Context: an optimization exercise on an open-source flow, tuned for small area, a short achievable clock period and few clock cycles per item. The choices shown serve that exercise and are no tape-out recipe. RTL that was checked went through simulation tests only; none was proved equivalent to the original. Only the layout flow was run in run 1; the RTL was not checked for function there.

## design/flow/run.sh

```bash
#!/bin/bash
# synth_recipe.tcl (not shown) runs the flow's synth.tcl, then flattens the netlist and writes it again
# the make line also repeats each setting of config.mk as NAME=value (left out here)
make -C /OpenROAD-flow-scripts/flow DESIGN_CONFIG=/design/flow/config.mk WORK_HOME=/design/flow/orfs CLKGATE_MAP_FILE= SYNTH_SCRIPT=/design/flow/synth_recipe.tcl finish
```

## design/flow/config.mk

```make
export PLATFORM = sky130hd
export DESIGN_NAME = seq_operator_unit
export DESIGN_NICKNAME = seq_operator_unit
export VERILOG_FILES = /design/flow/design.v
export SDC_FILE = /design/flow/constraint.sdc
export NUM_CORES = 4
export LEC_CHECK = 0
export CAP_MARGIN = 20
export CORE_MARGIN = 2
export CORE_UTILIZATION = 40
export SETUP_SLACK_MARGIN = 5
export SLEW_MARGIN = 20
```

## design/flow/constraint.sdc

```tcl
create_clock -name core_clock -period 9.5 [get_ports {clk}]
set_input_delay 1.9000 -clock core_clock [delete_from_list [all_inputs] [get_ports {clk}]]
set_output_delay 1.9000 -clock core_clock [all_outputs]
set_load 0.01 [all_outputs]
```

## design/flow/design.v

```verilog
module seq_operator_unit (
    input  logic        clk,
    input  logic        rst,
    input  logic        in_valid,
    output logic        in_ready,
    input  logic [3:0]  op,
    input  logic        is_signed,
    input  logic [31:0] a,
    input  logic [31:0] b,
    output logic        out_valid,
    input  logic        out_ready,
    output logic [31:0] result,
    output logic        div_by_zero
);
    localparam logic [3:0] OP_ADD  = 4'd0,  OP_SUB  = 4'd1,  OP_MUL  = 4'd2,  OP_DIV  = 4'd3,
                           OP_MOD  = 4'd4,  OP_AND  = 4'd5,  OP_OR   = 4'd6,  OP_XOR  = 4'd7,
                           OP_XNOR = 4'd8,  OP_SHL  = 4'd9,  OP_SHR  = 4'd10, OP_ASHR = 4'd11,
                           OP_RAND = 4'd12, OP_ROR  = 4'd13, OP_RXOR = 4'd14, OP_LT   = 4'd15;
    localparam logic [1:0] S_EXEC = 2'd0,   
                           S_MUL  = 2'd1,   
                           S_ITER = 2'd2,   
                           S_FIX  = 2'd3;   
    logic        xv;
    logic [1:0]  xst;
    logic [3:0]  xop;
    logic        xsg;
    logic        xsub;      
    logic        fin;       
    logic [31:0] r1, r2, r3;
    logic [7:0]  mb;        
    logic        negq, negr;
    logic [4:0]  cnt;
    logic [6:0]  dd;        
    logic        yv, zv;
    logic [31:0] yres;
    logic        ydz, zdz;
    function automatic logic [31:0] rev32(input logic [31:0] v);
        for (int i = 0; i < 32; i++) rev32[i] = v[31-i];
    endfunction
    function automatic logic [5:0] lzc32(input logic [31:0] v);
        lzc32 = 6'd32;
        for (int i = 0; i < 32; i++) if (v[i]) lzc32 = 6'(31 - i);
    endfunction
    function automatic logic [5:0] lz_mag(input logic [31:0] v, input logic neg);
        logic [31:0] t;
        logic        p2;
        t  = neg ? ~v : v;
        p2 = ((v[30:0] & ~v[31:1]) == 31'd0);
        lz_mag = lzc32(t) - {5'd0, neg && p2};
    endfunction
    wire is_div   = (xop == OP_DIV) || (xop == OP_MOD);
    wire is_divop = (xop == OP_DIV);
    wire is_mul   = (xop == OP_MUL);
    wire        do_sub = xsub;
    wire [32:0] addsum = {1'b0, r1} + {1'b0, r2 ^ {32{do_sub}}} + {32'd0, do_sub};
    wire        borrow = ~addsum[32];
    wire        lt     = (xsg && (r1[31] != r2[31])) ? r1[31] : borrow;
    wire        q_zero  = dd[6];
    wire [4:0]  d_amt   = q_zero ? 5'd0 : dd[4:0];
    wire        al_mode = (xst == S_EXEC) && is_div;
    wire        big_sh  = !al_mode && (|r2[31:5]);
    wire        sh_l    = (xop == OP_SHL) || al_mode;
    wire        fill    = (xop == OP_ASHR) && xsg && r1[31];
    wire [31:0] sh_src  = al_mode ? r2 : r1;
    wire [4:0]  sh_amt  = al_mode ? d_amt : r2[4:0];
    wire [31:0] sh_in   = sh_l ? rev32(sh_src) : sh_src;
    wire [63:0] sh_w    = {{32{fill}}, sh_in} >> sh_amt;
    wire [31:0] sh_r    = big_sh ? {32{fill}} : sh_w[31:0];
    wire [31:0] sh_out  = sh_l ? rev32(sh_r) : sh_r;
    logic [31:0] alu_res;
    always_comb begin
        case (xop)
            OP_ADD, OP_SUB: alu_res = addsum[31:0];
            OP_AND:  alu_res = r1 & r2;
            OP_OR:   alu_res = r1 | r2;
            OP_XOR:  alu_res = r1 ^ r2;
            OP_XNOR: alu_res = ~(r1 ^ r2);
            OP_SHL, OP_SHR, OP_ASHR: alu_res = sh_out;
            OP_RAND: alu_res = {31'd0, &r1};
            OP_ROR:  alu_res = {31'd0, |r1};
            OP_RXOR: alu_res = {31'd0, ^r1};
            OP_LT:   alu_res = {31'd0, lt};
            default: alu_res = 32'd0;
        endcase
    end
    logic [31:0] mul_sum;
    always_comb begin
        mul_sum = r3;
        for (int i = 0; i < 8; i++) mul_sum = mul_sum + ((r1 << i) & {32{mb[i]}});
    end
    wire in_div  = (op == OP_DIV) || (op == OP_MOD);
    wire in_mul  = (op == OP_MUL);
    wire in_bnz  = (b != 32'd0);
    wire a_sg    = is_signed && a[31];
    wire b_sg    = is_signed && b[31];
    wire a_neg   = in_div && a_sg && in_bnz;
    wire b_neg   = in_div && b_sg;
    wire [6:0] in_dd = {1'b0, lz_mag(b, b_sg)} - {1'b0, lz_mag(a, a_sg)};
    wire        b_zero   = (r2 == 32'd0);
    wire        ge       = ~borrow;               
    wire [31:0] rem_nx   = ge ? addsum[31:0] : r1;
    wire        last1    = (cnt == 5'd0);
    wire        it_last  = last1;
    wire [31:0] quo_nx   = {r3[30:0], ge};
    wire [31:0] rem_fin  = rem_nx;
    wire        need_fix = is_divop ? negq : negr;
    logic [31:0] x_oth;
    logic        x_dz;
    always_comb begin
        x_oth = alu_res;
        x_dz  = 1'b0;
        case (xst)
            S_EXEC: begin
                if (is_div) begin
                    x_oth = is_divop ? 32'hFFFF_FFFF : r1;
                    x_dz  = 1'b1;
                end
            end
            S_ITER:  x_oth = is_divop ? quo_nx : rem_fin;
            S_FIX:   x_oth = addsum[31:0];
            default: ;
        endcase
    end
    wire [31:0] x_res = is_mul ? mul_sum : x_oth;
    wire in_fin = in_mul ? (b[31:8] == 24'd0) : (in_div ? !in_bnz : 1'b1);
    logic fin_nx;
    always_comb begin
        case (xst)
            S_EXEC, S_MUL: fin_nx = is_mul ? (r2[31:16] == 16'd0) : ((d_amt == 5'd0) && !need_fix);
            S_ITER:        fin_nx = it_last || ((cnt == 5'd1) && !need_fix);
            default:       fin_nx = 1'b1;
        endcase
    end
    wire x_done = xv && fin && !zv;
    wire x_step = xv && !fin && !zv;
    assign in_ready = !xv || x_done;
    wire push   = x_done;
    wire y_load = !yv || out_ready;
    always_ff @(posedge clk or posedge rst) begin
        if (rst) begin
            xv  <= 1'b0;
            xst <= S_EXEC;
            fin <= 1'b0;
        end else if (in_ready) begin
            xv  <= in_valid;
            xst <= S_EXEC;
            fin <= in_fin;
        end else if (x_step) begin
            fin <= fin_nx;
            case (xst)
                S_EXEC:  xst <= is_mul ? S_MUL : S_ITER;
                S_ITER:  xst <= it_last ? S_FIX : S_ITER;
                default: xst <= xst;
            endcase
        end
    end
    always_ff @(posedge clk) begin
        if (in_ready) begin
            xop  <= op;
            xsg  <= is_signed;
            xsub <= (op == OP_SUB) || (op == OP_LT) || in_div;
            r1   <= a_neg ? -a : a;
            r2   <= b_neg ? -b : b;
            mb   <= b[7:0];
            dd   <= in_dd;
            negq <= a_neg ^ b_neg;
            negr <= a_neg;
        end else if (x_step) begin
            case (xst)
                S_EXEC, S_MUL: begin
                    if (is_mul) begin
                        r1 <= r1 << 8;
                        r2 <= r2 >> 8;
                        mb <= r2[15:8];
                    end else begin
                        r2  <= sh_out;
                        cnt <= d_amt;
                    end
                end
                S_ITER: begin
                    if (it_last) begin
                        r1 <= 32'd0;
                        r2 <= is_divop ? quo_nx : rem_fin;
                    end else begin
                        r1 <= rem_nx;
                        r2 <= r2 >> 1;
                    end
                    cnt <= cnt - 5'd1;
                end
                default: ;
            endcase
        end
    end
    wire r3_mul = is_mul && xv && !zv && !(fin && y_load);
    logic [31:0] r3_oth;
    always_comb begin
        r3_oth = r3;
        if (push && !y_load)           r3_oth = x_oth;
        else if (zv ? y_load : in_ready) r3_oth = 32'd0;
        else if (x_step && xst == S_ITER) r3_oth = quo_nx;
    end
    always_ff @(posedge clk) begin
        r3 <= r3_mul ? mul_sum : r3_oth;
        if (push && !y_load) zdz <= x_dz;
    end
    always_ff @(posedge clk or posedge rst) begin
        if (rst) begin
            yv <= 1'b0;
            zv <= 1'b0;
        end else if (y_load) begin
            yv <= zv || push;
            zv <= 1'b0;
        end else if (push) begin
            zv <= 1'b1;
        end
    end
    wire y_mul = is_mul && !zv;
    always_ff @(posedge clk) begin
        if (y_load) begin
            yres <= y_mul ? mul_sum : (zv ? r3 : x_oth);
            ydz  <= zv ? zdz : x_dz;
        end
    end
    assign out_valid   = yv;
    assign result      = yres;
    assign div_by_zero = ydz;
endmodule
```

==> reports/qor.yml, run 1 <==
worstSetupPathType: "reg2reg"
drt_first_pass_iters: 6
clk_pin_slew_worst_paths_ps: 90
setup_ws_ps: 3640
portBuffers: 107
grt_first_pass_wirelength_um: 186000
place_area_um2: 30300
nNetsFinal: 4191
worstSkewPairLatency_ps: 520
detail_route.vias_per_cell: 6.35
io-pin-count: 108
min_period_ps: 5860
crit_path_start: "mb[2]"
run_status: "no timing/DRC/antenna violations"
min_path_type: "reg2reg"
multi_input_area_um2: 23300
cp-end-kind: "register"
clock_tree_from_tritoncts: "built"
post_cts_hold_fix_bufs: 0
grt_antenna_before_repair: 7
core_area_um2: 70000
dieArea_um2: 72800
ys_seq_elements: 163
cts-buffers-inserted: 17
ys.warnings.count: 1
filler_cell_count: 6806
relSlewSlack_pct: 24.1
start_util_pct: 40.3
avgRoutedWirePerCell_um: 27.9
drc: 0
timing.hold.ws_ps: 612
max_cap_viol_count: 0
synth.lib_cells_used.distinct: 84
synth_edf_count: 157
required_ps: 9770
setup_violators_final: 0
die-width_um: 270
worst_path_max_delay_cell: "fa_1"
clock-skew-final_ps: 25.0
finalNonFillerCells: 4706
ys_seq_area_share_pct: 17.2
gp_congestion: 1.05
cts-root-to-sink-buffers: 2
area_growth_syn_to_layout_pct: 23.7
cts_htree_levels: 4
place.detailed.hpwl_um: 91800
vias: 29900
postLayoutCellArea_um2: 35000
syn_nets: 4072
postSynthCellCount: 3631
final_antenna_violating_net_count: 0
timing.critical_path.slowest_cell_delay_ps: 530
wirelength_um: 131000
netlist_area_um2: 28200
highest_attainable_clock_frequency_mhz: 171
syn_avg_cell_area_um2: 7.78
final-seq-area_um2: 4870
slew_limit_fails: 0
timing_hold_violations_final: 0
final_core_utilization_pct: 49.9
arrival_ps: 6130
startpoint_type: "register"
cts_sinks: 163
fin_setup_tns_ps: 0
globalRouteOverflowTotal: 0
die_height_um: 270
beginning_of_the_worst_register_to_register_path: "mb[2]"
async_reset_ff_share_pct: 3.68
peak_fanout_along_the_critical_path: 6
min_from: "r3[31]"
cts_root_buf: "clkbuf_16"
pin_count_of_the_biggest_net_entering_global_routing: 63
post-route-period-util_pct: 61.7
drt_first_iter_violations: 4091
layout-drive-gt1-share_pct: 20.0
rsz0062_at_grt: "yes"
dpl_cells: 4483
worst_slew_pin_slew_ps: 1130
rows: 97
synth-main-ff-cell: "edfxtp_1"
pre_cts_ws_ps: 2850
first_global_vias: 27400
grtUsageTotal_pct: 34.4
-- kinds of logic after synthesis --
family,count (synthesis),share of synthesized area (%)
simple gates,1095,18.0
compound gates,1042,23.1
buf+inv,609,8.40
fa+ha+maj,368,21.3
xor+xnor,190,5.89
mux,164,6.06
flops,163,17.2
-- sequential cells by signal, indices dropped and copies added (netlist names), 4 cells and up --
| register | cells |
|---|---|
| yres | 32 |
| r1 | 32 |
| r3 | 32 |
| mb | 8 |
| dd | 6 |
| xop | 4 |
| r2 | 32 |
| cnt | 5 |
-- area by class of cell --
class                      count  area share, %
timing repair buffer         376           10.6
antenna                        3         0.0215
inverter                     327           3.60
sequential                   163           13.9
tap                          940           3.36
timing repair inverter         2         0.0465
clock inverter                15          0.562
multi-input combinational   2863           66.6
clock buffer                  17           1.22
-- cells in the final DEF, fill, tap and decap left out, types with 62 or more instances in the layout --
master           synthesis  final
ha_1                   179    158
nor2_1                 282    255
a21oi_1                327    254
xor2_1                 101     92
inv_1                  323    310
fa_1                   189    180
edfxtp_1               157    157
xnor2_1                 89     80
buf_4                    3    207
nand2_1                388    377
mux2i_1                131    102
clkdlybuf4s50_1          0     62
and2_1                 161    151
o21ai_0                240    180
-- worst max-delay path: cells and delay by family, from the launching register on --
family / cells / cell delay (ps)
AND/OR/NAND/NOR: 4 / 540
flip-flops: 1 / 390
AO/OA/AOI/OAI: 11 / 1800
XOR/XNOR: 1 / 90
adder cells (fa/ha/maj): 5 / 2200
multiplexers: 1 / 150
buffers and inverters: 4 / 410
-- synth_stat cells (12+ instances only) --
cell type	instances	area [µm²]
o211ai_1	29	218
mux2i_1	131	1310
edfxtp_1	157	4710
nor2b_1	22	138
buf_1	14	52.6
and3_1	30	188
o21bai_1	14	105
a22oi_1	19	143
xor2_1	101	885
a31oi_1	32	200
buf_2	18	90.1
o221ai_1	21	184
a221oi_1	50	438
ha_1	179	2240
xnor2_1	89	780
o21ai_0	240	1200
nand2b_1	14	87.6
o221a_2	17	191
o21a_1	15	113
inv_1	323	1210
nor3_1	50	250
o22ai_1	32	200
o31ai_1	19	143
and2_1	161	1010
o21ai_1	42	210
mux2_2	28	315
fa_1	189	3780
clkbuf_1	243	912
nand3_1	61	305
a21o_1	47	353
a2111oi_0	12	105
a21oi_1	327	1640
a211oi_1	37	278
nor4_1	22	138
nand4_1	18	113
nor2_1	282	1060
nand2_1	388	1460
-- repair_timing --
| item | 4_1_cts | 5_1_grt |
|---|---|---|
| gates resized for setup | 338 | 283 |
| setup buffers | 87 | 82 |
| pin swaps | 89 | 109 |
| endpoints found under the hold margin | 0 | 0 |
| cloned | 11 | 7 |
| endpoints found under the setup margin | 135 | 120 |
-- metal layers --
layer,GRT usage (%),vias to the layer above,part of all wire [%]
met5,0,-,0.065
met4,20.7,8,7.5
met3,10.0,534,12
met2,50.4,2092,41
met1,44.7,14300,39
li1,-,12900,-
-- path summary, 6_finish.rpt --
| check | endpoint | slack [ps] | depth (start not counted) |
|---|---|---|---|
| setup / recovery | yres[31] | 3640 | 26 |
| min in group asynchronous | yv | 1670 | 2 |
| hold reg to reg | yres[31] | 610 | 2 |
| max in group asynchronous | zv | 7500 | 2 |
| hold / removal | yres[31] | 610 | 2 |
| setup reg to reg | yres[31] | 3640 | 26 |
==> inputs of run 2 (changes only) <==
--- a/design/flow/design.v
+++ b/design/flow/design.v
@@ -28,6 +28,8 @@
     logic        fin;       
     logic [31:0] r1, r2, r3;
+    logic [31:0] rc;        
     logic [7:0]  mb;        
     logic        negq, negr;
+    logic        fdz;       
     logic [4:0]  cnt;
     logic [6:0]  dd;        
@@ -38,7 +40,29 @@
         for (int i = 0; i < 32; i++) rev32[i] = v[31-i];
     endfunction
-    function automatic logic [5:0] lzc32(input logic [31:0] v);
-        lzc32 = 6'd32;
-        for (int i = 0; i < 32; i++) if (v[i]) lzc32 = 6'(31 - i);
+    function automatic logic [5:0] lzc32(input logic [31:0] x);
+        logic [15:0] z1; logic [15:0] c1;
+        logic [7:0]  z2; logic [7:0][1:0] c2;
+        logic [3:0]  z3; logic [3:0][2:0] c3;
+        logic [1:0]  z4; logic [1:0][3:0] c4;
+        logic        z5; logic [4:0] c5;
+        for (int g = 0; g < 16; g++) begin
+            z1[g] = ~(x[2*g+1] | x[2*g]);
+            c1[g] = ~x[2*g+1];
+        end
+        for (int g = 0; g < 8; g++) begin
+            z2[g] = z1[2*g+1] & z1[2*g];
+            c2[g] = z1[2*g+1] ? {1'b1, c1[2*g]} : {1'b0, c1[2*g+1]};
+        end
+        for (int g = 0; g < 4; g++) begin
+            z3[g] = z2[2*g+1] & z2[2*g];
+            c3[g] = z2[2*g+1] ? {1'b1, c2[2*g]} : {1'b0, c2[2*g+1]};
+        end
+        for (int g = 0; g < 2; g++) begin
+            z4[g] = z3[2*g+1] & z3[2*g];
+            c4[g] = z3[2*g+1] ? {1'b1, c3[2*g]} : {1'b0, c3[2*g+1]};
+        end
+        z5 = z4[1] & z4[0];
+        c5 = z4[1] ? {1'b1, c4[0]} : {1'b0, c4[1]};
+        lzc32 = z5 ? 6'd32 : {1'b0, c5};
     endfunction
     function automatic logic [5:0] lz_mag(input logic [31:0] v, input logic neg);
@@ -84,9 +108,26 @@
         endcase
     end
-    logic [31:0] mul_sum;
-    always_comb begin
-        mul_sum = r3;
-        for (int i = 0; i < 8; i++) mul_sum = mul_sum + ((r1 << i) & {32{mb[i]}});
-    end
+    function automatic logic [63:0] csa(input logic [31:0] x, input logic [31:0] y, input logic [31:0] z);
+        csa = {((x & y) | (z & (x ^ y))) << 1, x ^ y ^ z};
+    endfunction
+    logic [31:0] ms, mc;
+    always_comb begin
+        logic [31:0] o [0:9];
+        logic [63:0] t0, t1, t2, t3, t4, t5, t6, t7;
+        for (int i = 0; i < 8; i++) o[i] = (r1 << i) & {32{mb[i]}};
+        o[8] = r3;
+        o[9] = rc;
+        t0 = csa(o[0], o[1], o[2]);
+        t1 = csa(o[3], o[4], o[5]);
+        t2 = csa(o[6], o[7], o[8]);
+        t3 = csa(t0[31:0], t0[63:32], t1[31:0]);
+        t4 = csa(t1[63:32], t2[31:0], t2[63:32]);
+        t5 = csa(t3[31:0], t3[63:32], t4[31:0]);
+        t6 = csa(t5[31:0], t5[63:32], t4[63:32]);
+        t7 = csa(t6[31:0], t6[63:32], o[9]);
+        ms = t7[31:0];
+        mc = t7[63:32];
+    end
+    wire mul_last = (r2[31:8] == 24'd0);
     wire in_div  = (op == OP_DIV) || (op == OP_MOD);
     wire in_mul  = (op == OP_MUL);
@@ -94,5 +135,5 @@
     wire a_sg    = is_signed && a[31];
     wire b_sg    = is_signed && b[31];
-    wire a_neg   = in_div && a_sg && in_bnz;
+    wire a_neg   = in_div && a_sg;
     wire b_neg   = in_div && b_sg;
     wire [6:0] in_dd = {1'b0, lz_mag(b, b_sg)} - {1'b0, lz_mag(a, a_sg)};
@@ -118,14 +159,16 @@
             end
             S_ITER:  x_oth = is_divop ? quo_nx : rem_fin;
-            S_FIX:   x_oth = addsum[31:0];
+            S_FIX: begin
+                x_oth = addsum[31:0];
+                x_dz  = fdz;
+            end
             default: ;
         endcase
     end
-    wire [31:0] x_res = is_mul ? mul_sum : x_oth;
-    wire in_fin = in_mul ? (b[31:8] == 24'd0) : (in_div ? !in_bnz : 1'b1);
+    wire in_fin = in_mul ? 1'b0 : (in_div ? (!in_bnz && !((op == OP_MOD) && a_sg)) : 1'b1);
     logic fin_nx;
     always_comb begin
         case (xst)
-            S_EXEC, S_MUL: fin_nx = is_mul ? (r2[31:16] == 16'd0) : ((d_amt == 5'd0) && !need_fix);
+            S_EXEC, S_MUL: fin_nx = is_mul ? mul_last : (b_zero || ((d_amt == 5'd0) && !need_fix));
             S_ITER:        fin_nx = it_last || ((cnt == 5'd1) && !need_fix);
             default:       fin_nx = 1'b1;
@@ -149,5 +192,5 @@
             fin <= fin_nx;
             case (xst)
-                S_EXEC:  xst <= is_mul ? S_MUL : S_ITER;
+                S_EXEC, S_MUL: xst <= is_mul ? (mul_last ? S_FIX : S_MUL) : (b_zero ? S_FIX : S_ITER);
                 S_ITER:  xst <= it_last ? S_FIX : S_ITER;
                 default: xst <= xst;
@@ -163,14 +206,26 @@
             r2   <= b_neg ? -b : b;
             mb   <= b[7:0];
+            rc   <= 32'd0;
             dd   <= in_dd;
             negq <= a_neg ^ b_neg;
             negr <= a_neg;
+            fdz  <= 1'b0;
         end else if (x_step) begin
             case (xst)
                 S_EXEC, S_MUL: begin
                     if (is_mul) begin
-                        r1 <= r1 << 8;
-                        r2 <= r2 >> 8;
-                        mb <= r2[15:8];
+                        if (mul_last) begin
+                            r1 <= ms;
+                            r2 <= mc;
+                        end else begin
+                            r1 <= r1 << 8;
+                            r2 <= r2 >> 8;
+                            mb <= r2[15:8];
+                        end
+                        rc <= mc;
+                    end else if (b_zero) begin
+                        r1  <= 32'd0;
+                        r2  <= r1;
+                        fdz <= 1'b1;
                     end else begin
                         r2  <= sh_out;
@@ -192,15 +247,14 @@
         end
     end
-    wire r3_mul = is_mul && xv && !zv && !(fin && y_load);
-    logic [31:0] r3_oth;
-    always_comb begin
-        r3_oth = r3;
-        if (push && !y_load)           r3_oth = x_oth;
-        else if (zv ? y_load : in_ready) r3_oth = 32'd0;
-        else if (x_step && xst == S_ITER) r3_oth = quo_nx;
-    end
     always_ff @(posedge clk) begin
-        r3 <= r3_mul ? mul_sum : r3_oth;
-        if (push && !y_load) zdz <= x_dz;
+        if (push && !y_load) begin
+            r3  <= x_oth;
+            zdz <= x_dz;
+        end else if (zv ? y_load : in_ready) begin
+            r3 <= 32'd0;
+        end else if (x_step) begin
+            if (xst == S_ITER) r3 <= quo_nx;
+            else if (is_mul)   r3 <= ms;
+        end
     end
     always_ff @(posedge clk or posedge rst) begin
@@ -215,8 +269,7 @@
         end
     end
-    wire y_mul = is_mul && !zv;
     always_ff @(posedge clk) begin
         if (y_load) begin
-            yres <= y_mul ? mul_sum : (zv ? r3 : x_oth);
+            yres <= zv ? r3 : x_oth;
             ydz  <= zv ? zdz : x_dz;
         end
==> run 2 against run 1 <==
Compared with the run above:
- clock-buffer cell count did not move
- final cell count rose by 1.9%
- clock skew fell by 2.7 ps
- routed wire length rose by 32%
- via count rose by 9.8%
- hold slack got worse by 120 ps
- flip-flop and latch count rose by 30
- maximum frequency rose by 26%
- global-route usage rose by 9.8 points
- non-clock buffer count fell by 2
==> reports/qor.yml, run 2 <==
clock_tree_from_tritoncts: "built"
synth.lib_cells_used.distinct: 102  # +21%
setup_ws_ps: 4850  # +1200 ps
drt_first_iter_violations: 5209  # +27%
clk_pin_slew_worst_paths_ps: 90  # about the same
peak_fanout_along_the_critical_path: 13  # +7
core_area_um2: 73100  # +4.4%
filler_cell_count: 7239  # +6.4%
cp-end-kind: "register"
grt_first_pass_wirelength_um: 239000  # +29%
worstSkewPairLatency_ps: 540  # +20 ps
post-route-period-util_pct: 49.0  # -13 points
syn_nets: 4138  # +1.6%
cts-root-to-sink-buffers: 2  # unchanged
place.detailed.hpwl_um: 128000  # +39%
clock-skew-final_ps: 22.3  # -2.67 ps
cts_root_buf: "clkbuf_16"
arrival_ps: 4930  # -1200 ps
finalNonFillerCells: 4794  # +1.9%
worstSetupPathType: "reg2reg"
cts-buffers-inserted: 17  # unchanged
worst_path_max_delay_cell: "edfxtp_1"
final_antenna_violating_net_count: 0  # unchanged
dieArea_um2: 76200  # +4.7%
syn_avg_cell_area_um2: 8.02  # +3.1%
portBuffers: 107  # unchanged
post-synth-top-area-cell: "edfxtp_1"
ys.warnings.count: 2  # +1
crit_path_cell_trace: "buf_12 -> xor2_1 -> ha_1 -> nand2_1 -> nor2_1 -> a21oi_1 -> and3_1 -> a211o_4 -> nand2b_4 -> buf_12 -> buf_16 -> mux2i_4 -> a21oi_1 -> a221o_1 -> a22oi_1 -> o21ai_1"
ys_seq_area_share_pct: 18.5  # +1.2 points
vias: 32800  # +9.8%
required_ps: 9770  # about the same
startpoint_type: "register"
die-width_um: 276  # +2.3%
min_period_ps: 4650  # -1200 ps
min_path_type: "reg2reg"
run_status: "no timing/DRC/antenna violations"
post_synth_main_area_contributors: "edfxtp_1, fa_1, ha_1"
area_growth_syn_to_layout_pct: 19.6
slew_limit_fails: 0  # unchanged
worst_slew_pin_slew_ps: 1270  # +144 ps
cts_htree_levels: 4  # unchanged
postLayoutCellArea_um2: 35400  # +1.3%
fin_setup_tns_ps: 0  # unchanged
drc: 0  # unchanged
synth.most_common_cell: "nand2_1"
pin_count_of_the_biggest_net_entering_global_routing: 63  # unchanged
dpl_cells: 4604  # +2.7%
cts_sinks: 193  # +18%
leading_cell_type_in_the_layout_fill_and_taps_excluded: "nand2_1"
postSynthCellCount: 3691  # +1.7%
max_cap_viol_count: 0  # unchanged
io-pin-count: 108  # unchanged
synth-main-ff-cell: "edfxtp_1"
highest_attainable_clock_frequency_mhz: 215  # +26%
timing.critical_path.slowest_cell_delay_ps: 500  # -30 ps
synth_top_cells_by_count: "nand2_1, a21oi_1, inv_1, nor2_1, clkbuf_1"
layout-drive-gt1-share_pct: 18.0  # -2.0 points
detail_route.vias_per_cell: 6.85  # +7.8%
first_global_vias: 30700  # +12%
final_core_utilization_pct: 48.4  # -1.5 points
top_area_cell_type_share_of_the_netlist_area_pct: 15.9  # -0.76 points
nNetsFinal: 4260  # +1.6%
globalRouteOverflowTotal: 0  # unchanged
synth_edf_count: 157  # unchanged
timing.hold.ws_ps: 487  # -124 ps
relSlewSlack_pct: 15.0  # -9.1 points
avgRoutedWirePerCell_um: 36.2  # +30%
post_cts_hold_fix_bufs: 0  # unchanged
pre_cts_ws_ps: 3400  # +552 ps
timing_hold_violations_final: 0  # unchanged
netlist_area_um2: 29600  # +4.8%
ys_seq_elements: 193  # +18%
rsz0062_at_grt: "yes"
drt_first_pass_iters: 27  # +21
most-common-layout-cells: "nand2_1, a21oi_1, inv_1"
grtUsageTotal_pct: 44.2  # +9.8 points
die_height_um: 276  # +2.3%
grt_antenna_before_repair: 12  # +5
wirelength_um: 173000  # +32%
setup_violators_final: 0  # unchanged
gp_congestion: 1.10  # +4.1%
start_util_pct: 40.5  # +0.17 points
async_reset_ff_share_pct: 3.11  # -0.57 points
rows: 99  # +2.1%
place_area_um2: 31900  # +5.2%
## run 2: final cells by class
cell class / count / area (µm²) / share of cell area (%)
Inverter: 301 / 1140 / 3.21
Sequential cell: 193 / 5470 / 15.4
Timing Repair Buffer: 374 / 3310 / 9.36
Clock buffer: 17 / 425 / 1.20
Multi-Input combinational cell: 2926 / 23600 / 66.8
Tap cell: 959 / 1200 / 3.39
Antenna cell: 9 / 22.5 / 0.0636
Clock inverter: 15 / 189 / 0.534
## run 2: worst paths after layout
kind / start / to / slack [ps] / cells past startpoint
setup / recovery: xsub / yres[15] / 4850 / 16
hold / removal: rc[31] / rc[31] / 490 / 2
setup reg to reg: xsub / yres[15] / 4850 / 16
hold reg to reg: rc[31] / rc[31] / 490 / 2
max in group asynchronous: rst / xst[0] / 7700 / 2
min in group asynchronous: rst / yv / 1590 / 2
## run 2: logic make-up after synthesis
| logic type | share of synthesized area, % |
|---|---|
| flops | 18.5 |
| mux | 7.98 |
| fa+ha+maj | 21.2 |
| xor+xnor | 4.73 |
| buf+inv | 7.61 |
| simple gates | 17.3 |
| compound gates | 22.7 |
## run 2: worst max-delay path, delay by kind of cell, from the launching register on
family                     cells  cell delay [ps]
muxes                          1              260
AOI/OAI and AO/OA              6             1400
buffers and inverters          3              510
and+or+nand+nor                4             1040
xor gates and xnor gates       1              180
adders and majority gates      1              480
DFF                            1              500
## run 2: layer usage
layer / wire length (µm) / track usage [%]
met5: 63 / 0
met4: 14700 / 30.4
met1: 63800 / 54.8
met2: 70600 / 63.4
met3: 24200 / 16.5
## run 2: timing repair
item                       CTS  global route
resized for setup          284           287
pin swaps                   30            71
gates cloned                 5             3
setup buffers               76            64
setup endpoints to repair  167           148
Testbench counts of run 2, summed over its fixed seeds: cycles 6,480, items 3,200.
==> inputs of run 3 (changes only) <==
--- a/design/flow/config.mk
+++ b/design/flow/config.mk
@@ -7,6 +7,8 @@
 export LEC_CHECK = 0
 export CAP_MARGIN = 20
+export CELL_PAD_IN_SITES_DETAIL_PLACEMENT = 1
 export CORE_MARGIN = 2
 export CORE_UTILIZATION = 40
 export SETUP_SLACK_MARGIN = 5
 export SLEW_MARGIN = 20
+export TNS_END_PERCENT = 5
==> run 3 against run 2 <==
Compared with the run above:
- die area stayed put
- global-route usage is 0.99 points higher
- still clean on timing, DRC and antenna
- critical path type unchanged
- final cell count is 0.92% lower
- via count is 0.98% higher
- synthesized area stayed put
==> reports/qor.yml, run 3 <==
dieArea_um2: 76200  # unchanged
endpoint_of_the_worst_slack_reg_to_reg_timing_path: "yres[11]"
slew_limit_fails: 0  # unchanged
gp_congestion: 1.13  # +3.4%
dpl_cells: 4608  # +0.087%
place.detailed.hpwl_um: 131000  # +2.7%
final_core_utilization_pct: 47.3  # -1.1 points
fin_setup_tns_ps: 0  # unchanged
crit_path_cell_trace: "buf_12 -> clkbuf_16 -> xor2_1 -> ha_1 -> o211ai_1 -> a21o_1 -> a21oi_4 -> o311ai_1 -> buf_4 -> a211o_4 -> nand2b_4 -> clkbuf_16 -> mux2i_2 -> o21ai_0 -> a222oi_1 -> inv_1"
final-seq-area_um2: 5470  # unchanged
postSynthCellCount: 3691  # unchanged
die-width_um: 276  # unchanged
beginning_of_the_worst_register_to_register_path: "xsub"
number_of_cells_on_the_worst_reg_to_reg_path: 16  # unchanged
nNetsFinal: 4217  # -1.0%
postLayoutCellArea_um2: 34600  # -2.3%
setup_ws_ps: 4750  # -95.6 ps
cts_sinks: 193  # unchanged
start_util_pct: 40.5  # unchanged
finalNonFillerCells: 4750  # -0.92%
post-route-period-util_pct: 50.0  # +1.0 points
grt_antenna_before_repair: 19  # +7
drt_first_pass_iters: 26  # -3.7%
worstSetupPathType: "reg2reg"
area_growth_syn_to_layout_pct: 16.9
ys.warnings.count: 2  # unchanged
timing_hold_violations_final: 0  # unchanged
top_area_cell_type_share_of_the_netlist_area_pct: 15.9  # unchanged
routed-wl-met3_um: 24000  # -0.94%
synth-main-ff-cell: "edfxtp_1"
rows: 99  # unchanged
timing.hold.ws_ps: 484  # -2.91 ps
grtUsageTotal_pct: 45.2  # +0.99 points
met1Wirelength_um: 63800  # about the same
highest_attainable_clock_frequency_mhz: 211  # -2.0%
crit_path_start: "xsub"
relSlewSlack_pct: 18.2  # +3.2 points
async_reset_ff_share_pct: 3.11  # unchanged
place_area_um2: 31900  # -0.14%
post_cts_hold_fix_bufs: 0  # unchanged
syn_nets: 4138  # unchanged
final_antenna_violating_net_count: 0  # unchanged
detail_route.vias_per_cell: 6.98  # +1.9%
grt_first_pass_wirelength_um: 246000  # +2.9%
rsz0062_at_grt: "yes"
max_cap_viol_count: 0  # unchanged
clock-skew-final_ps: 20.5  # -1.80 ps
most-common-layout-cells: "nand2_1, a21oi_1, inv_1"
die_height_um: 276  # unchanged
wirelength_um: 178000  # +2.5%
min_path_type: "reg2reg"
drt_first_iter_violations: 4776  # -8.3%
pin_count_of_the_biggest_net_entering_global_routing: 58  # -7.9%
critical_path.most_common_cell: "clkbuf_16"
synth.lib_cells_used.distinct: 102  # unchanged
ys_seq_elements: 193  # unchanged
cts-buffers-inserted: 17  # unchanged
setup_violators_final: 0  # unchanged
multi_input_area_um2: 23200  # -2.0%
dr.max_layer_used: "met5"
peak_fanout_along_the_critical_path: 16  # +3
clock_tree_from_tritoncts: "built"
first_global_vias: 32300  # +5.2%
ys_seq_area_share_pct: 18.5  # unchanged
worst_path_max_delay_cell: "edfxtp_1"
routed-wl-met2_um: 72900  # +3.3%
required_ps: 9790  # +20 ps
leading_cell_type_in_the_layout_fill_and_taps_excluded: "nand2_1"
cts_root_buf: "clkbuf_16"
portBuffers: 107  # unchanged
drc: 0  # unchanged
worst_slew_pin_slew_ps: 1220  # -51.1 ps
io-pin-count: 108  # unchanged
cp-end-kind: "register"
clk_pin_slew_worst_paths_ps: 90  # about the same
run_status: "no timing/DRC/antenna violations"
vias: 33200  # +0.98%
post-synth-top-area-cell: "edfxtp_1"
filler_cell_count: 8698  # +20%
synth_top_cells_by_count: "nand2_1, a21oi_1, inv_1, nor2_1, clkbuf_1"
netlist_area_um2: 29600  # unchanged
synth_edf_count: 157  # unchanged
globalRouteOverflowTotal: 0  # unchanged
layout-drive-gt1-share_pct: 14.9  # -3.2 points
syn_avg_cell_area_um2: 8.02  # unchanged
startpoint_type: "register"
core_area_um2: 73100  # unchanged
min_period_ps: 4750  # +95.6 ps
setup.worst_path.end: "yres[11]"
synth.most_common_cell: "nand2_1"
pre_cts_ws_ps: 3280  # -117 ps
arrival_ps: 5040  # +110 ps
post_synth_main_area_contributors: "edfxtp_1, fa_1, ha_1"
rrSetupSlack_ps: 4750  # -100 ps
cts_htree_levels: 4  # unchanged
cts-root-to-sink-buffers: 2  # unchanged
avgRoutedWirePerCell_um: 37.4  # +3.4%
timing.critical_path.slowest_cell_delay_ps: 470  # -30 ps
worstSkewPairLatency_ps: 540  # about the same
run 3: cell counts after synthesis:
No cell type changed its count.
run 3: critical path, delay by kind of cell, from the launching register on:
family	cells	cell delay, ps
AO/OA/AOI/OAI	7	1800
AND/OR/NAND/NOR	1	230
adder cells (fa/ha/maj)	1	410
flip-flops	1	470
multiplexers	1	460
XOR/XNOR	1	180
buffers and inverters	5	930
run 3: layer usage:
metal / track usage, % / vias up
met1: 54.0 / 16500
met4: 32.1 / 18
li1: - / 13200
met3: 17.7 / 868
met2: 66.2 / 2539
met5: 0.625 / -
run 3: cell type report:
cell class	instances	share of cell area, %
diodes	8	0.0579
clock buffers	22	1.40
clock inverters	10	0.286
inverters	301	3.30
multi-input cells	2924	67.0
flip-flops and latches	193	15.8
well taps	959	3.47
repair buffers	333	8.72
run 3: how the worst min path moves through the flow:
stage	startpoint	end	slack, ps	cells past startpoint
6_report	rc[4]	rc[4]	480	2
3_3_place_gp	fdz	fdz	450	2
3_5_place_dp	fdz	fdz	470	2
5_1_grt	rc[4]	rc[4]	500	2
2_1_floorplan	fdz	fdz	440	2
4_1_cts	rc[31]	rc[31]	480	2
run 3: cell families after synthesis:
kind of cell | after synthesis | synth area share (%)
simple gates | 1124 | 17.3
compound gates | 1040 | 22.7
buf+inv | 575 | 7.61
fa+ha+maj | 374 | 21.2
mux | 225 | 7.98
flops | 193 | 18.5
xor+xnor | 160 | 4.73
run 3: timing repair:
item	4_1_cts	5_1_grt
gates cloned	2	3
buffers inserted	57	40
resized for setup	298	142
setup endpoints to repair	167	120
pin swaps	24	25
==> inputs of run 4 (changes only) <==
--- a/design/flow/config.mk
+++ b/design/flow/config.mk
@@ -6,4 +6,5 @@
 export NUM_CORES = 4
 export LEC_CHECK = 0
+export ABC_AREA = 1
 export CAP_MARGIN = 20
 export CELL_PAD_IN_SITES_DETAIL_PLACEMENT = 1
@@ -12,3 +13,2 @@
 export SETUP_SLACK_MARGIN = 5
 export SLEW_MARGIN = 20
-export TNS_END_PERCENT = 5
==> run 4 against run 3 <==
Compared with the run above:
- via count grew 5.9%
- global-route usage shrank 3.4 points
- setup slack gained 160 ps
- clock skew shrank 2.6 ps
- critical path type is now in2reg
- critical endpoint is now dd[6]
- largest cell class unchanged
==> reports/qor.yml, run 4 <==
run_status: "no timing/DRC/antenna violations"
slew_limit_fails: 0  # unchanged
drt_first_pass_iters: 5  # -81%
layout-drive-gt1-share_pct: 11.1  # -3.8 points
clock-skew-final_ps: 17.9  # -2.56 ps
cts-buffers-inserted: 17  # unchanged
detail_route.vias_per_cell: 6.25  # -11%
arrival_ps: 4900  # -140 ps
clk_pin_slew_worst_paths_ps: 90  # about the same
syn_avg_cell_area_um2: 6.59  # -18%
core_area_um2: 74400  # +1.9%
avgRoutedWirePerCell_um: 29.6  # -21%
postSynthCellCount: 4556  # +23%
post_synth_main_area_contributors: "nand2_1, edfxtp_1, fa_1"
worst_path_max_delay_cell: "fa_2"
synth_top_cells_by_count: "nand2_1, inv_1, nand3_1, o21ai_0, nor2_1"
die_height_um: 278  # +0.74%
rows: 100  # +1.0%
portBuffers: 107  # unchanged
final_antenna_violating_net_count: 0  # unchanged
highest_attainable_clock_frequency_mhz: 218  # +3.4%
syn_nets: 5003  # +21%
worst_slew_pin_slew_ps: 1270  # +48.2 ps
drc: 0  # unchanged
peak_fanout_along_the_critical_path: 8  # -8
startpoint_type: "input pin"
min_path_type: "reg2reg"
most-common-layout-cells: "nand2_1, inv_1, nand3_1"
worstSetupPathType: "in2reg"
cp-end-kind: "register"
dieArea_um2: 77300  # +1.5%
vias: 35100  # +5.9%
cts_root_buf: "clkbuf_16"
leading_cell_type_in_the_layout_fill_and_taps_excluded: "nand2_1"
synth_edf_count: 157  # unchanged
cp.buffers_inverters: 6  # +1
ys.warnings.count: 2  # unchanged
drt_first_iter_violations: 3897  # -18%
clock_tree_from_tritoncts: "built"
worstSkewPairLatency_ps: 550  # about the same
timing_hold_violations_final: 0  # unchanged
cts_htree_levels: 4  # unchanged
min_from: "fdz"
pin_count_of_the_biggest_net_entering_global_routing: 57  # -1.7%
async_reset_ff_share_pct: 3.11  # unchanged
final_core_utilization_pct: 46.6  # -0.70 points
place.detailed.hpwl_um: 122000  # -7.4%
timing.hold.ws_ps: 472  # -12.7 ps
top_area_cell_type_share_of_the_netlist_area_pct: 17.1  # +1.2 points
gp_congestion: 1.07  # -5.3%
first_global_vias: 34400  # +6.6%
synth-main-ff-cell: "edfxtp_1"
post-synth-top-area-cell: "nand2_1"
fin_setup_tns_ps: 0  # unchanged
required_ps: 9800  # about the same
synth.lib_cells_used.distinct: 71  # -30%
area_growth_syn_to_layout_pct: 15.5
setup_violators_final: 0  # unchanged
grtUsageTotal_pct: 41.8  # -3.4 points
beginning_of_the_worst_register_to_register_path: "r2[10]"
relSlewSlack_pct: 14.6  # -3.6 points
io-pin-count: 108  # unchanged
grt_first_pass_wirelength_um: 236000  # -4.1%
post-route-period-util_pct: 48.3  # -1.6 points
globalRouteOverflowTotal: 0  # unchanged
crit_path_cell_trace: "buf_12 -> buf_12 -> nand2_8 -> inv_16 -> buf_8 -> nand2_4 -> a21oi_4 -> nand2_2 -> inv_2 -> a221oi_2 -> o211ai_1 -> a221oi_2 -> nand2_2 -> ha_4 -> inv_2 -> ha_4 -> fa_2 -> o21ai_2 -> a21o_1 -> a21oi_2"
rsz0062_at_grt: "yes"
ys_seq_elements: 193  # unchanged
path_delay_family: "compound AO/OA/AOI/OAI gates"
cts-root-to-sink-buffers: 2  # unchanged
synth.most_common_cell: "nand2_1"
netlist_area_um2: 30000  # +1.5%
wirelength_um: 166000  # -6.5%
timing.critical_path.slowest_cell_delay_ps: 410  # -60 ps
ys_seq_area_share_pct: 18.2  # -0.27 points
grt_antenna_before_repair: 9  # -10
start_util_pct: 40.4  # -0.15 points
nNetsFinal: 5078  # +20%
min_period_ps: 4590  # -156 ps
max_cap_viol_count: 0  # unchanged
crit_path_start: "is_signed"
die-width_um: 278  # +0.74%
cts_sinks: 193  # unchanged
-- run 4: cell types whose count changed after synthesis, sizes merged, moves of 45 or more --
| cell | change |
|---|---|
| xnor2 | -58 |
| and2 | -98 |
| a21oi | -137 |
| o221ai | -45 |
| nand3 | +399 |
| mux2i | -185 |
| o21ai | +142 |
| inv | +322 |
| nand2 | +900 |
| clkbuf | -61 |
| a211oi | -47 |
-- run 4: logic make-up after synthesis --
logic type / share of synthesized area, %
simple gates: 31.6
buf+inv: 11.4
flops: 18.2
mux: 0.0666
compound gates: 14.7
xor+xnor: 3.24
fa+ha+maj: 20.9
-- run 4: worst register-to-register path, cell delays in order, from the launching register on --
cell      delay (ps)
edfxtp_1         740
inv_1            320
nand4_1          240
nor2_1           150
nand4_1          150
buf_4            330
o21ai_1          410
inv_1            190
nor2_4           390
nand3_1          140
nand3_1          240
nand2_1          170
nand3_1          160
nand3_1          120
nand2_2          220
nand2_1          140
nand3_1          100
nand2_1          110
-- run 4: metal layers --
layer  vias to the layer above  GRT usage (%)  part of all wire, %
met4                         6           31.3                  9.4
met2                      2104           63.2                   42
met5                         -              0                0.021
met1                     17300           51.0                   37
met3                       718           11.2                   11
li1                      15000              -                    -
-- run 4: worst paths after layout --
check	cells past startpoint	end	slack, ps
worst max register to register	17	yres[25]	4930
max in group asynchronous	2	zv	7490
worst min-delay path	2	fdz	470
worst min register to register	2	fdz	470
worst max-delay path	20	dd[6]	4910
min in group asynchronous	2	xst[0]	1800
-- run 4: area by class of cell --
type	instances	area, µm²
Antenna cell	8	20.0
Timing Repair Buffer	293	2760
Tap cell	969	1210
Clock buffer	17	425
Sequential cell	193	5470
Fill cell	9619	39700
Inverter	624	2390
Clock inverter	15	189
Multi-Input combinational cell	3496	22200
Timing Repair inverter	6	51.3
-- run 4: timing repair --
item,4_1_cts,5_1_grt
buffers inserted,49,56
hold buffers,0,0
pin swaps,24,59
setup endpoints to repair,138,123
gates cloned,6,6
resized for setup,180,213
-- run 4: through the flow --
step / std cells / area, µm² / worst slack [ps]
floorplan: 4556 / 30100 / 4800
global placement: 5463 / 32000 / 3180
detailed placement: 5463 / 32000 / 3110
CTS: 5550 / 33500 / 4900
global route: 5619 / 34700 / 4830
finish: 5621 / 34700 / 4910
==> inputs of run 5 (changes only) <==
--- a/design/flow/design.v
+++ b/design/flow/design.v
@@ -26,4 +26,5 @@
     logic        xsg;
     logic        xsub;      
+    logic        bn;        
     logic        fin;       
     logic [31:0] r1, r2, r3;
@@ -202,7 +203,8 @@
             xop  <= op;
             xsg  <= is_signed;
-            xsub <= (op == OP_SUB) || (op == OP_LT) || in_div;
+            xsub <= (op == OP_SUB) || (op == OP_LT) || (in_div && !b_neg);
+            bn   <= b_neg;
             r1   <= a_neg ? -a : a;
-            r2   <= b_neg ? -b : b;
+            r2   <= b;
             mb   <= b[7:0];
             rc   <= 32'd0;
@@ -225,7 +227,8 @@
                         rc <= mc;
                     end else if (b_zero) begin
-                        r1  <= 32'd0;
-                        r2  <= r1;
-                        fdz <= 1'b1;
+                        r1   <= 32'd0;
+                        r2   <= r1;
+                        fdz  <= 1'b1;
+                        xsub <= 1'b1;
                     end else begin
                         r2  <= sh_out;
@@ -235,9 +238,10 @@
                 S_ITER: begin
                     if (it_last) begin
-                        r1 <= 32'd0;
-                        r2 <= is_divop ? quo_nx : rem_fin;
+                        r1   <= 32'd0;
+                        r2   <= is_divop ? quo_nx : rem_fin;
+                        xsub <= 1'b1;
                     end else begin
-                        r1 <= rem_nx;
-                        r2 <= r2 >> 1;
+                        r1   <= rem_nx;
+                        r2   <= {bn, r2[31:1]};
                     end
                     cnt <= cnt - 5'd1;
==> run 5 against run 4 <==
Compared with the run above:
- still clean on timing, DRC and antenna
- first-iteration DRC count is 11% lower
- routed wire length decreased by 6.7%
- sequential share of layout area up 0.51 points
- hold slack better by 21 ps
- clock-buffer cell count increased by 1
- setup slack improved by 76 ps
- flip-flop and latch count increased by 1
- critical path depth is 6 lower
- highest routed layer unchanged
==> reports/qor.yml, run 5 <==
relSlewSlack_pct: 20.0  # +5.4 points
setup_ws_ps: 4980  # +76.4 ps
cts_root_buf: "clkbuf_16"
drt_first_pass_iters: 7  # +2
place_area_um2: 31200  # -2.2%
max_cap_viol_count: 0  # unchanged
multi_input_area_um2: 21700  # -2.4%
post-route-period-util_pct: 47.5  # -0.80 points
finalNonFillerCells: 5445  # -3.1%
post-synth-top-area-cell: "nand2_1"
drt_first_iter_violations: 3478  # -11%
fin_setup_tns_ps: 0  # unchanged
peak_fanout_along_the_critical_path: 10  # +2
synth.most_common_cell: "nand2_1"
timing_hold_violations_final: 0  # unchanged
postLayoutCellArea_um2: 33800  # -2.6%
min_period_ps: 4520  # -76.4 ps
syn_nets: 4846  # -3.1%
worstSkewPairLatency_ps: 530  # -20 ps
avgRoutedWirePerCell_um: 28.5  # -3.7%
area_growth_syn_to_layout_pct: 15.6  # about the same
cts-buffers-inserted: 17  # unchanged
cp-end-kind: "register"
die-width_um: 274  # -1.3%
dieArea_um2: 75300  # -2.6%
synth-main-ff-cell: "edfxtp_1"
most-common-layout-cells: "nand2_1, inv_1, nand3_1"
first_global_vias: 33400  # -2.9%
start_util_pct: 40.2  # -0.13 points
worst_slew_pin_slew_ps: 1190  # -77.7 ps
wirelength_um: 155000  # -6.7%
cts-root-to-sink-buffers: 2  # unchanged
dpl_cells: 5303  # -2.9%
layout-drive-gt1-share_pct: 10.2  # -0.92 points
timing.hold.ws_ps: 493  # +21.4 ps
setup_violators_final: 0  # unchanged
top_area_cell_type_share_of_the_netlist_area_pct: 18.1  # +0.99 points
pin_count_of_the_biggest_net_entering_global_routing: 69  # +21%
synth_top_cells_by_count: "nand2_1, inv_1, nand3_1, o21ai_0, nor2_1"
rsz0062_at_grt: "yes"
drc: 0  # unchanged
async_reset_ff_share_pct: 3.09  # -0.016 points
detail_route.vias_per_cell: 6.10  # -2.5%
vias: 33200  # -5.5%
highest_attainable_clock_frequency_mhz: 221  # +1.7%
portBuffers: 107  # unchanged
final_core_utilization_pct: 46.5  # -0.12 points
pre_cts_ws_ps: 3140  # +31.7 ps
filler_cell_count: 9340  # -2.9%
ys_seq_area_share_pct: 18.8  # +0.60 points
slew_limit_fails: 0  # unchanged
cts_sinks: 194  # +0.52%
nNetsFinal: 4917  # -3.2%
postSynthCellCount: 4400  # -3.4%
min_path_type: "reg2reg"
gp_congestion: 1.06  # -1.0%
grt_first_pass_wirelength_um: 222000  # -5.8%
required_ps: 9890  # +90 ps
ys.warnings.count: 2  # unchanged
arrival_ps: 4900  # about the same
clk_pin_slew_worst_paths_ps: 100  # about the same
run_status: "no timing/DRC/antenna violations"
io-pin-count: 108  # unchanged
leading_cell_type_in_the_layout_fill_and_taps_excluded: "nand2_1"
ys_seq_elements: 194  # +0.52%
grt_antenna_before_repair: 4  # -5
grtUsageTotal_pct: 40.5  # -1.3 points
die_height_um: 274  # -1.3%
final-seq-area_um2: 5500  # +0.57%
clock-skew-final_ps: 33.5  # +15.6 ps
core_area_um2: 72700  # -2.3%
rows: 99  # -1.0%
synth_edf_count: 158  # +0.64%
netlist_area_um2: 29200  # -2.7%
cts_htree_levels: 4  # unchanged
post_synth_main_area_contributors: "nand2_1, edfxtp_1, fa_1"
startpoint_type: "register"
synth.lib_cells_used.distinct: 59  # -17%
final_antenna_violating_net_count: 0  # unchanged
clock_tree_from_tritoncts: "built"
syn_avg_cell_area_um2: 6.65  # +0.80%
worstSetupPathType: "reg2reg"
place.detailed.hpwl_um: 116000  # -4.9%
globalRouteOverflowTotal: 0  # unchanged
==> run 5: layer usage <==
metal / share of wire, % / global-route usage, %
met1: 38 / 49.6
met2: 44 / 63.1
met3: 10 / 11.3
met4: 7.7 / 25.2
met5: 0.017 / 0
==> run 5: path summary, 6_finish.rpt <==
check / start / to / slack [ps] / depth (start not counted)
worst max-delay path: r1[7] / r1[12] / 4980 / 14
worst min-delay path: fdz / fdz / 490 / 1
worst max register to register: r1[7] / r1[12] / 4980 / 14
worst min register to register: fdz / fdz / 490 / 1
max in group asynchronous: rst / xv / 7490 / 2
min in group asynchronous: rst / yv / 1670 / 2
==> run 5: timing repair <==
action,in CTS,in global routing
gates resized for setup,193,176
endpoints found under the setup margin,145,117
setup buffers,62,35
hold buffers,0,0
cloned,7,4
pin swaps,36,50
endpoints found under the hold margin,0,0
==> run 5: worst max-delay path: stages, from the launching register on <==
cell      delay (ps)
edfxtp_1         450
buf_12           180
nand2_1           60
inv_1             50
fa_1             520
inv_1             50
fa_1             500
fa_1             500
inv_1             50
fa_1             480
fa_2             620
o21ai_0          120
o22ai_2          460
nand2_1          160
o21ai_1          130
==> run 5: final cells by class <==
cell class              count  area share [%]
repair buffers            283            7.84
well taps                 959            3.55
inverters                 577            6.55
clock buffers              18            1.27
clock inverters            14           0.429
multi-input cells        3398            64.1
diodes                      2          0.0148
flip-flops and latches    194            16.3
==> run 5: kinds of logic (layout without fill, tap and decap cells) <==
group                      count (synthesis)  in the layout  synth area share (%)
AOI/OAI and AO/OA                        611            611                  12.5
xor gates and xnor gates                 134            134                  4.01
adders and majority gates                373            373                  21.5
buffers and inverters                    815            892                  10.8
DFF                                      194            194                  18.8
muxes                                      1              1                0.0342
other                                      0              2                     0
and+or+nand+nor                         2272           2279                  32.4
Testbench counts of run 5, summed over its fixed seeds: cycles 6,480, items 3,200.
==> inputs of run 6 (changes only) <==
--- a/design/flow/config.mk
+++ b/design/flow/config.mk
@@ -10,5 +10,5 @@
 export CELL_PAD_IN_SITES_DETAIL_PLACEMENT = 1
 export CORE_MARGIN = 2
-export CORE_UTILIZATION = 40
+export CORE_UTILIZATION = 50
 export SETUP_SLACK_MARGIN = 5
 export SLEW_MARGIN = 20
==> run 6 against run 5 <==
Compared with the run above:
- still clean
- clock-buffer cell count is 2 higher
- critical path depth down 1
- core utilization increased by 12 points
- sequential share of layout area fell by 0.099 points
- register-to-register slack worse by 190 ps
- via count grew 6.6%
- synthesized area is the same
==> reports/qor.yml, run 6 <==
ys_seq_area_share_pct: 18.8  # unchanged
cts_root_buf: "clkbuf_16"
post-synth-top-area-cell: "nand2_1"
run_status: "no timing/DRC/antenna violations"
synth_top_cells_by_count: "nand2_1, inv_1, nand3_1, o21ai_0, nor2_1"
min_period_ps: 4700  # +188 ps
final-seq-area_um2: 5500  # about the same
pin_count_of_the_biggest_net_entering_global_routing: 70  # +1.4%
worstSkewPairLatency_ps: 540  # about the same
top_area_cell_type_share_of_the_netlist_area_pct: 18.1  # unchanged
post-route-period-util_pct: 49.5  # +2.0 points
dieArea_um2: 60400  # -20%
synth.most_common_cell: "nand2_1"
number_of_cells_on_the_worst_reg_to_reg_path: 13  # -1
grt_first_pass_wirelength_um: 224000  # +0.60%
gp_congestion: 1.10  # +3.0%
syn_nets: 4846  # unchanged
timing.hold.ws_ps: 485  # -7.96 ps
die_height_um: 246  # -10%
cts-root-to-sink-buffers: 2  # unchanged
synth_edf_count: 158  # unchanged
beginning_of_the_worst_register_to_register_path: "mb[3]"
area_growth_syn_to_layout_pct: 16.3
post_synth_main_area_contributors: "nand2_1, edfxtp_1, fa_1"
grtUsageTotal_pct: 50.7  # +10 points
layout-drive-gt1-share_pct: 11.3  # +1.1 points
finalNonFillerCells: 5291  # -2.8%
worst_slew_pin_slew_ps: 1170  # -22.8 ps
wirelength_um: 162000  # +4.5%
avgRoutedWirePerCell_um: 30.6  # +7.5%
drt_first_pass_iters: 7  # unchanged
timing.critical_path.slowest_cell_delay_ps: 630  # about the same
slew_limit_fails: 0  # unchanged
synth-main-ff-cell: "edfxtp_1"
ys.warnings.count: 2  # unchanged
most-common-layout-cells: "nand2_1, inv_1, nand3_1"
postSynthCellCount: 4400  # unchanged
drt_first_iter_violations: 4820  # +39%
path_delay_family: "adder cells"
leading_cell_type_in_the_layout_fill_and_taps_excluded: "nand2_1"
max_cap_viol_count: 0  # unchanged
final_antenna_violating_net_count: 0  # unchanged
worstSetupPathType: "reg2reg"
post_cts_hold_fix_bufs: 0  # unchanged
netlist_area_um2: 29200  # unchanged
detail_route.vias_per_cell: 6.68  # +9.7%
place.detailed.hpwl_um: 112000  # -3.1%
syn_avg_cell_area_um2: 6.65  # unchanged
fin_setup_tns_ps: 0  # unchanged
start_util_pct: 50.6  # +10 points
filler_cell_count: 7593  # -19%
cts_htree_levels: 4  # unchanged
grt_antenna_before_repair: 8  # +4
ys_seq_elements: 194  # unchanged
peak_fanout_along_the_critical_path: 14  # +4
io-pin-count: 108  # unchanged
startpoint_type: "register"
crit_path_cell_trace: "buf_4 -> clkbuf_16 -> nand2_1 -> inv_1 -> fa_1 -> inv_1 -> fa_1 -> fa_1 -> fa_1 -> inv_1 -> fa_1 -> a221oi_2 -> a21oi_1"
multi_input_area_um2: 21700  # +0.14%
cp-end-kind: "register"
critical_path.most_common_cell: "fa_1"
setup_violators_final: 0  # unchanged
rsz0062_at_grt: "yes"
required_ps: 9760  # -130 ps
min_from: "fdz"
rrSetupSlack_ps: 4800  # -190 ps
globalRouteOverflowTotal: 0  # unchanged
clock_tree_from_tritoncts: "built"
synth.lib_cells_used.distinct: 59  # unchanged
cp.buffers_inverters: 5  # +1
dpl_cells: 5103  # -3.8%
worstHoldEndpoint: "fdz"
core_area_um2: 57800  # -20%
clk_pin_slew_worst_paths_ps: 100  # about the same
timing_hold_violations_final: 0  # unchanged
first_global_vias: 34600  # +3.5%
async_reset_ff_share_pct: 3.09  # unchanged
clock-skew-final_ps: 22.9  # -10.6 ps
arrival_ps: 4970  # +70 ps
drc: 0  # unchanged
min_path_type: "reg2reg"
worst_path_max_delay_cell: "a221oi_2"
portBuffers: 107  # unchanged
nNetsFinal: 4955  # +0.77%
endpoint_of_the_worst_slack_reg_to_reg_timing_path: "r1[24]"
vias: 35400  # +6.6%
cts_sinks: 194  # unchanged
rows: 88  # -11%
highest_attainable_clock_frequency_mhz: 213  # -4.0%
cts-buffers-inserted: 17  # unchanged
die-width_um: 246  # -10%
worst_hold_path.num_cells: 1  # unchanged
relSlewSlack_pct: 21.5  # +1.5 points
run 6: layout make-up:
| class | count | share of cell area [%] |
|---|---|---|
| clock buffers | 20 | 1.35 |
| flip-flops and latches | 194 | 16.2 |
| repair buffers | 324 | 8.86 |
| well taps | 765 | 2.81 |
| diodes | 4 | 0.0294 |
| clock inverters | 12 | 0.474 |
| multi-input cells | 3395 | 63.8 |
| inverters | 577 | 6.51 |
run 6: how the worst max path moves through the flow:
stage               cells past startpoint  endpoint  slack (ps)       from
global route                           13    r1[24]        4720      mb[3]
CTS                                    11     dd[6]        4930      b[16]
floorplan                              17     dd[6]        5000      b[31]
finish                                 13    r1[24]        4800      mb[3]
detailed placement                     18     dd[6]        3190  is_signed
global placement                       18     dd[6]        3300  is_signed
run 6: worst reg2reg max path: stages, from the launching register on:
cell	delay [ps]
edfxtp_1	480
buf_4	220
clkbuf_16	210
nand2_1	80
inv_1	50
fa_1	480
inv_1	60
fa_1	550
fa_1	430
fa_1	520
inv_1	70
fa_1	490
a221oi_2	630
a21oi_1	160
run 6: through the flow:
stage / util [%] / worst slack [ps] / area, µm²
global route: 58.8 / 4720 / 34000
finish: 58.8 / 4800 / 34000
CTS: 56.5 / 4930 / 32700
floorplan: - / 5000 / 29300
global placement: 53.5 / 3300 / 30900
detailed placement: 53.5 / 3190 / 30900
run 6: kinds of logic after synthesis:
family	share of synthesized area, %
flops	18.8
compound gates	12.5
xor+xnor	4.01
fa+ha+maj	21.5
mux	0.0342
simple gates	32.4
buf+inv	10.8
run 6: what timing repair did:
item / in CTS / in global routing
setup buffers: 86 / 57
cloned: 3 / 5
resized for setup: 158 / 227
pin swaps: 25 / 71
endpoints found under the setup margin: 133 / 126
run 6: per-layer routing:
layer / GRT usage (%) / routed length, µm / vias up
met4: 36.8 / 15400 / 16
li1: - / - / 14500
met1: 58.7 / 55500 / 17100
met5: 3.68 / 420 / -
met3: 20.1 / 22700 / 958
met2: 75.5 / 68100 / 2821

[what the ideal ports hide]
Ports are ideal in the flow. The routed layouts listed here were re-timed in OpenROAD.
Step 1 assumes that a clkbuf_16 drives the clock port and a buf_2 every other input.
Step 2, shift: input delay + t, output delay - t, t = (earliest + latest rising clock arrival at the registers) / 2. This alone moves slack from input paths to output paths.
Slacks: no drivers / after step 1 / after step 2; pairs: no drivers / after step 1.
run | shift t [ns] | setup WS [ns] | worst hold slack (ns) | worst slew at a driven data input, ns
run 1 | 0.581 | 3.643 / 3.643 / 3.643 | 0.612 / 0.612 / 0.612 | 0.07
run 2 | 0.599 | 4.847 / 4.847 / 4.475 | 0.487 / 0.487 / 0.487 | 0.07
run 3 | 0.597 | 4.751 / 4.751 / 4.303 | 0.484 / 0.484 / 0.484 | 0.08
run 4 | 0.610 | 4.907 / 4.930 / 4.320 | 0.472 / 0.472 / 0.472 | 0.12
run 5 | 0.585 | 4.983 / 4.983 / 4.490 | 0.493 / 0.493 / 0.493 | 0.07
run 6 | 0.595 | 4.796 / 4.796 / 4.361 | 0.485 / 0.485 / 0.485 | 0.06
After both steps every run listed still meets setup and hold. For run 4, which loses most, drivers alone change the setup slack by +0.023 ns; drivers and shift together by -0.587 ns.
